From an optimization exercise on the open Yosys and OpenROAD flow, aimed at a short achievable clock period and few clock cycles per item; shortcuts taken in it are not production practice. Function was checked by simulation only, so behaviour that the tests miss may differ from the original. Power figures rest on the tool's default switching activity, not on a simulated workload.

==> inputs of 09-21 <==
// issue_top
module issue_top (
    input  logic        clk,
    input  logic        rst,
    input  logic        instr_valid,
    input  logic [31:0] instr,
    input  logic [31:0] instr_pc,
    output logic        instr_credit,
    output logic        result_valid,
    output logic [31:0] result_pc,
    output logic [4:0]  result_rd,
    output logic [31:0] result_data,
    output logic        result_illegal,
    input  logic        result_credit
);
    localparam int SW = issue_pkg::SEL_W;
    logic          h_valid;
    logic          s_valid;
    logic [31:0]   s_instr;
    logic [31:0]   s_pc;
    logic          issue;           
    logic             n_legal, n_uses_rs1, n_uses_rs2, n_is_auipc, n_writes_rd;
    logic [SW-1:0]    n_sel;
    logic             n_neg;
    logic [31:1]      n_rs1_oh, n_rs2_oh;
    issue_pkg::data_t n_imm;
    logic             m_legal, m_uses_rs1, m_uses_rs2, m_is_auipc, m_writes_rd;
    logic [SW-1:0]    m_sel;
    logic             m_neg;
    logic [31:1]      m_rs1_oh, m_rs2_oh;
    issue_pkg::data_t m_imm;
    instr_decode u_decode (
        .instr(instr), .legal(n_legal), .uses_rs1(n_uses_rs1), .uses_rs2(n_uses_rs2),
        .is_auipc(n_is_auipc), .writes_rd(n_writes_rd), .sel(n_sel), .neg(n_neg),
        .rs1_oh(n_rs1_oh), .rs2_oh(n_rs2_oh), .imm(n_imm)
    );
    instr_decode u_decode_s (
        .instr(s_instr), .legal(m_legal), .uses_rs1(m_uses_rs1), .uses_rs2(m_uses_rs2),
        .is_auipc(m_is_auipc), .writes_rd(m_writes_rd), .sel(m_sel), .neg(m_neg),
  ...
make LEC_CHECK=0 ABC_CLOCK_PERIOD_IN_PS=2000 CAP_MARGIN=20 CORE_MARGIN=2 CORE_UTILIZATION=35 PLACE_DENSITY=0.45 SETUP_SLACK_MARGIN=3.4 SLEW_MARGIN=20 TNS_END_PERCENT=100 finish   # period 6.0 ns
run.sh (not shown) runs the stock make flow with config.mk's settings and CLKGATE_MAP_FILE= SYNTH_SCRIPT=/design/flow/synth_recipe.tcl, a recipe that flattens the netlist after the stock synthesis.
==> inputs of 11-14, as changes to 09-21 <==
--- a/flow/design.v
+++ b/flow/design.v
@@ -94,20 +94,20 @@
         end
     end
     assign neg = !(is_lui || is_auipc) &&
                  ((is_arith && instr[30] && fn3 == issue_pkg::FN3_ADD_SUB) ||
                   fn3 == issue_pkg::FN3_SLT || fn3 == issue_pkg::FN3_SLTU);
     always_comb begin
         for (int r = 1; r < 32; r++) begin
-            rs1_oh[r] = uses_rs1 && (instr[19:15] == r);
-            rs2_oh[r] = uses_rs2 && (instr[24:20] == r);
+            rs1_oh[r] = (instr[19:15] == r);
+            rs2_oh[r] = (instr[24:20] == r);
         end
     end
     always_comb begin
-        if (uses_rs2)
+        if (is_arith)
             imm = '0;
         else if (is_lui || is_auipc)
             imm = {instr[31:12], 12'b0};
         else
             imm = {{20{instr[31]}}, instr[31:20]};
     end
 endmodule
@@ -201,32 +201,25 @@
     input  issue_pkg::data_t     wr_data,
     input  logic [31:1]          rs1_oh,
     input  logic [31:1]          rs2_oh,
     output issue_pkg::data_t     rs1_data,
     output issue_pkg::data_t     rs2_data
 );
     issue_pkg::data_t regs [1:issue_pkg::NUM_REGS-1];
-    logic [31:1]      written;      
     logic [31:1]      sel1, sel2;
     always_ff @(posedge clk) begin
         for (int r = 1; r < issue_pkg::NUM_REGS; r++) begin
-            if (wr_en && wr_addr == r)
-                regs[r] <= wr_data;
-        end
-    end
-    always_ff @(posedge clk) begin
-        for (int r = 1; r < issue_pkg::NUM_REGS; r++) begin
             if (rst)
-                written[r] <= 1'b0;
+                regs[r] <= '0;
             else if (wr_en && wr_addr == r)
-                written[r] <= 1'b1;
+                regs[r] <= wr_data;
         end
     end
-    assign sel1 = rs1_oh & written;
-    assign sel2 = rs2_oh & written;
+    assign sel1 = rs1_oh;
+    assign sel2 = rs2_oh;
     always_comb begin
         rs1_data = '0;
         rs2_data = '0;
         for (int r = 1; r < issue_pkg::NUM_REGS; r++) begin
             rs1_data = rs1_data | ({32{sel1[r]}} & regs[r]);
             rs2_data = rs2_data | ({32{sel2[r]}} & regs[r]);
         end
@@ -342,16 +335,15 @@
     issue_pkg::data_t     e_a;
     issue_pkg::data_t     e_b;
     issue_pkg::pc_t       e_pc;
     issue_pkg::reg_addr_t e_rd;
     logic                 e_wr;
     logic                 e_illegal;
     logic                 w_valid;
-    issue_pkg::data_t     w_data;       
-    issue_pkg::data_t     r_data;       
+    issue_pkg::data_t     w_data;
     issue_pkg::pc_t       w_pc;
     issue_pkg::reg_addr_t w_rd;
     logic                 w_wr;
     logic                 w_illegal;
     result_writeback u_rf (
         .clk, .rst,
         .wr_en(w_valid & w_wr), .wr_addr(w_rd), .wr_data(w_data),
@@ -359,16 +351,18 @@
     );
     logic             fwd_e1, fwd_e2, fwd_w1, fwd_w2;
     issue_pkg::data_t a_issue, b_issue;
     assign fwd_e1 = h[F_U1] & e_valid & e_wr & (e_rd == h_rs1);
     assign fwd_e2 = h[F_U2] & e_valid & e_wr & (e_rd == h_rs2);
     assign fwd_w1 = h[F_U1] & w_valid & w_wr & (w_rd == h_rs1);
     assign fwd_w2 = h[F_U2] & w_valid & w_wr & (w_rd == h_rs2);
-    assign a_issue = (fwd_w1 ? w_data : rf_rs1) | (h[F_AUI] ? h[F_PC +: 32] : 32'b0);
-    assign b_issue = (fwd_w2 ? w_data : rf_rs2) | h[F_IMM +: 32];
+    assign a_issue = ({32{fwd_w1}} & w_data) | ({32{~fwd_w1 & h[F_U1]}} & rf_rs1)
+                   | (h[F_AUI] ? h[F_PC +: 32] : 32'b0);
+    assign b_issue = ({32{fwd_w2}} & w_data) | ({32{~fwd_w2 & h[F_U2]}} & rf_rs2)
+                   | h[F_IMM +: 32];
     issue_pkg::data_t t_sum, t_sll, t_srl, t_sra;
     logic             t_lts, t_ltu;
     function automatic logic [9:0] sh_decode(input logic [4:0] v, input logic en);
         sh_decode = '0;
         for (int k = 0; k < 4; k++) begin
             sh_decode[k]     = en & (v[1:0] == k);
             sh_decode[4 + k] = en & (v[3:2] == k);
@@ -401,27 +395,26 @@
               | {{31{sl[issue_pkg::SEL_SLT] | sl[issue_pkg::SEL_SLTU]}},
                  (sl[issue_pkg::SEL_SLT] & ~t_lts) | (sl[issue_pkg::SEL_SLTU] & ~t_ltu)}
               | ({32{sl[issue_pkg::SEL_XOR]}} & ~(e_a ^ e_b))
               | ({32{sl[issue_pkg::SEL_OR]}}  & ~(e_a | e_b))
               | ({32{sl[issue_pkg::SEL_AND]}} & ~(e_a & e_b))
               | x;
     endfunction
-    logic [SW-1:0] sel_a, sel_b, sel_bn, sel_as, sel_shl, sel_shr, sel_sha, sel_r;
+    logic [SW-1:0] sel_a, sel_b, sel_bn, sel_as, sel_shl, sel_shr, sel_sha;
     logic          h_sll, h_srl, h_sra;
     assign sel_a   = e_sel & {SW{fwd_e1}};
     assign sel_b   = e_sel & {SW{fwd_e2 & ~h[F_NEG]}};
     assign sel_bn  = e_sel & {SW{fwd_e2 & h[F_NEG]}};
     assign h_sll   = h[F_SEL + issue_pkg::SEL_SLL];
     assign h_srl   = h[F_SEL + issue_pkg::SEL_SRL];
     assign h_sra   = h[F_SEL + issue_pkg::SEL_SRA];
     assign sel_as  = e_sel & {SW{fwd_e1 & (h_sll | h_srl | h_sra)}};
     assign sel_shl = e_sel & {SW{fwd_e2 & h_sll}};
     assign sel_shr = e_sel & {SW{fwd_e2 & h_srl}};
     assign sel_sha = e_sel & {SW{fwd_e2 & h_sra}};
-    assign sel_r   = e_sel & {SW{~e_illegal}};
     always_ff @(posedge clk) begin
         if (rst)
             e_valid <= 1'b0;
         else
             e_valid <= issue;
     end
     always_ff @(posedge clk) begin
@@ -446,19 +439,18 @@
         if (rst)
             w_valid <= 1'b0;
         else
             w_valid <= e_valid;
     end
     always_ff @(posedge clk) begin
         w_data    <= pick(e_sel, 32'b0);
-        r_data    <= pick(sel_r, 32'b0);
         w_pc      <= e_pc;
         w_rd      <= e_rd;
         w_wr      <= e_wr;
         w_illegal <= e_illegal;
     end
     assign result_valid   = w_valid;
     assign result_pc      = w_pc;
     assign result_rd      = w_rd;
-    assign result_data    = r_data;
+    assign result_data    = w_data;
     assign result_illegal = w_illegal;
 endmodule
==> run summary <==
In 11-14 the sequential power is smaller than in 09-21, by 16%.
Of 11-14 and 09-21, 11-14 has the higher count of clock-buffer cells in the layout (gap 10).
Between 09-21 and 11-14, the lower non-clock buffer count is in 09-21 (gap 3).
Between 09-21 and 11-14, the lower area after synthesis is in 09-21 (gap 3.7%, measured against 11-14).
Of 11-14 and 09-21, 09-21 has the higher worst hold slack (gap 0.014 ns).
Synthesized cell count: 11-14 is larger than 09-21 (about 55%).
Between 09-21 and 11-14, the lower sequential share of layout area is in 11-14 (gap 12 points).
Against 09-21, the clock skew of 11-14 is higher by 0.012 ns.
Between 09-21 and 11-14, the lower global-route usage is in 09-21 (gap 8.4 points).
Against 11-14, the die area of 09-21 is lower by 3.6%.
==> figures <==
metric                                                                                                   11-14       09-21
Outcome                                                                               timing/DRC/antenna clean  timing/DRC/antenna clean
Die span in x                                                                                           462 um      453 um
Insertion delay to the later sink of the worst-skew pair                                               0.91 ns     0.88 ns
Post-synth top flop                                                                                    dfxtp_1    edfxtp_1
Time the final worst path needs with I/O delays and setup                                              3.15 ns     3.32 ns
Die area                                                                                            0.213 mm^2  0.205 mm^2
Simple logic cell fraction of the synthesized area                                                       19.2%       10.6%
Synth-to-layout area growth                                                                              30.8%       33.8%
Worst clock skew                                                                                     0.0512 ns   0.0388 ns
Final layout net count                                                                                    9494        6700
Post-route worst hold slack                                                                           0.311 ns    0.325 ns
Flop and latch count out of synthesis                                                                     1451        1514
Worst R2R Setup Slack                                                                                  2.85 ns     2.68 ns
Met3 capacity usage during global routing                                                                25.7%       15.6%
Largest area contributor in the synthesized netlist                                                    dfxtp_1    edfxtp_1
Arithmetic-cell share of the synthesized area counting full adders, half adders and majority gates       1.20%       1.24%
Pre-CTS worst setup slack                                                                              1.68 ns     1.50 ns
Wire length of the first global-routing pass                                                            704 mm      560 mm
Antenna violations before repair                                                                            69          37
Number of sequential cells in the layout                                                                  1451        1514
DR WL met2                                                                                              212 mm      171 mm
Mapped Cells                                                                                              9021        5838
Testbench counts of 09-21, summed over its fixed seeds: cycles 16,024, items 16,000.
Testbench counts of 11-14, summed over its fixed seeds: cycles 16,024, items 16,000.

==> static timing again, ports no longer ideal <==
The results above use ideal ports. As a check the final layouts listed here were re-extracted and re-timed, cells and wires unchanged.
Step 1 (the two cells are an assumption about what drives the block):
set clk [get_ports {clk}]
set_driving_cell -lib_cell sky130_fd_sc_hd__clkbuf_16 $clk
set_driving_cell -lib_cell sky130_fd_sc_hd__buf_2 [delete_from_list [all_inputs] $clk]
Step 2 adds t to the input delays and takes it off the output delays; t is the mean of the earliest and latest rising clock arrival at the registers after step 1. Input paths then give back, and output paths get back, about the clock's delay inside the block.
Three values: ideal ports, drivers, drivers and shift; two values: the first two.
run	t, ns	slack for setup (ns)	hold WS [ns]	worst setup path after step 2	worst data-port slew with drivers (ns)
09-21	0.955	2.679 / 2.679 / 2.297	0.325 / 0.325 / 0.325	input to register	0.13
11-14	0.976	2.848 / 2.848 / 2.495	0.311 / 0.311 / 0.311	input to register	0.15
After both steps every run listed still meets setup and hold. For 09-21, which loses most, drivers alone change the setup slack by 0.000 ns; drivers and shift together by -0.382 ns.
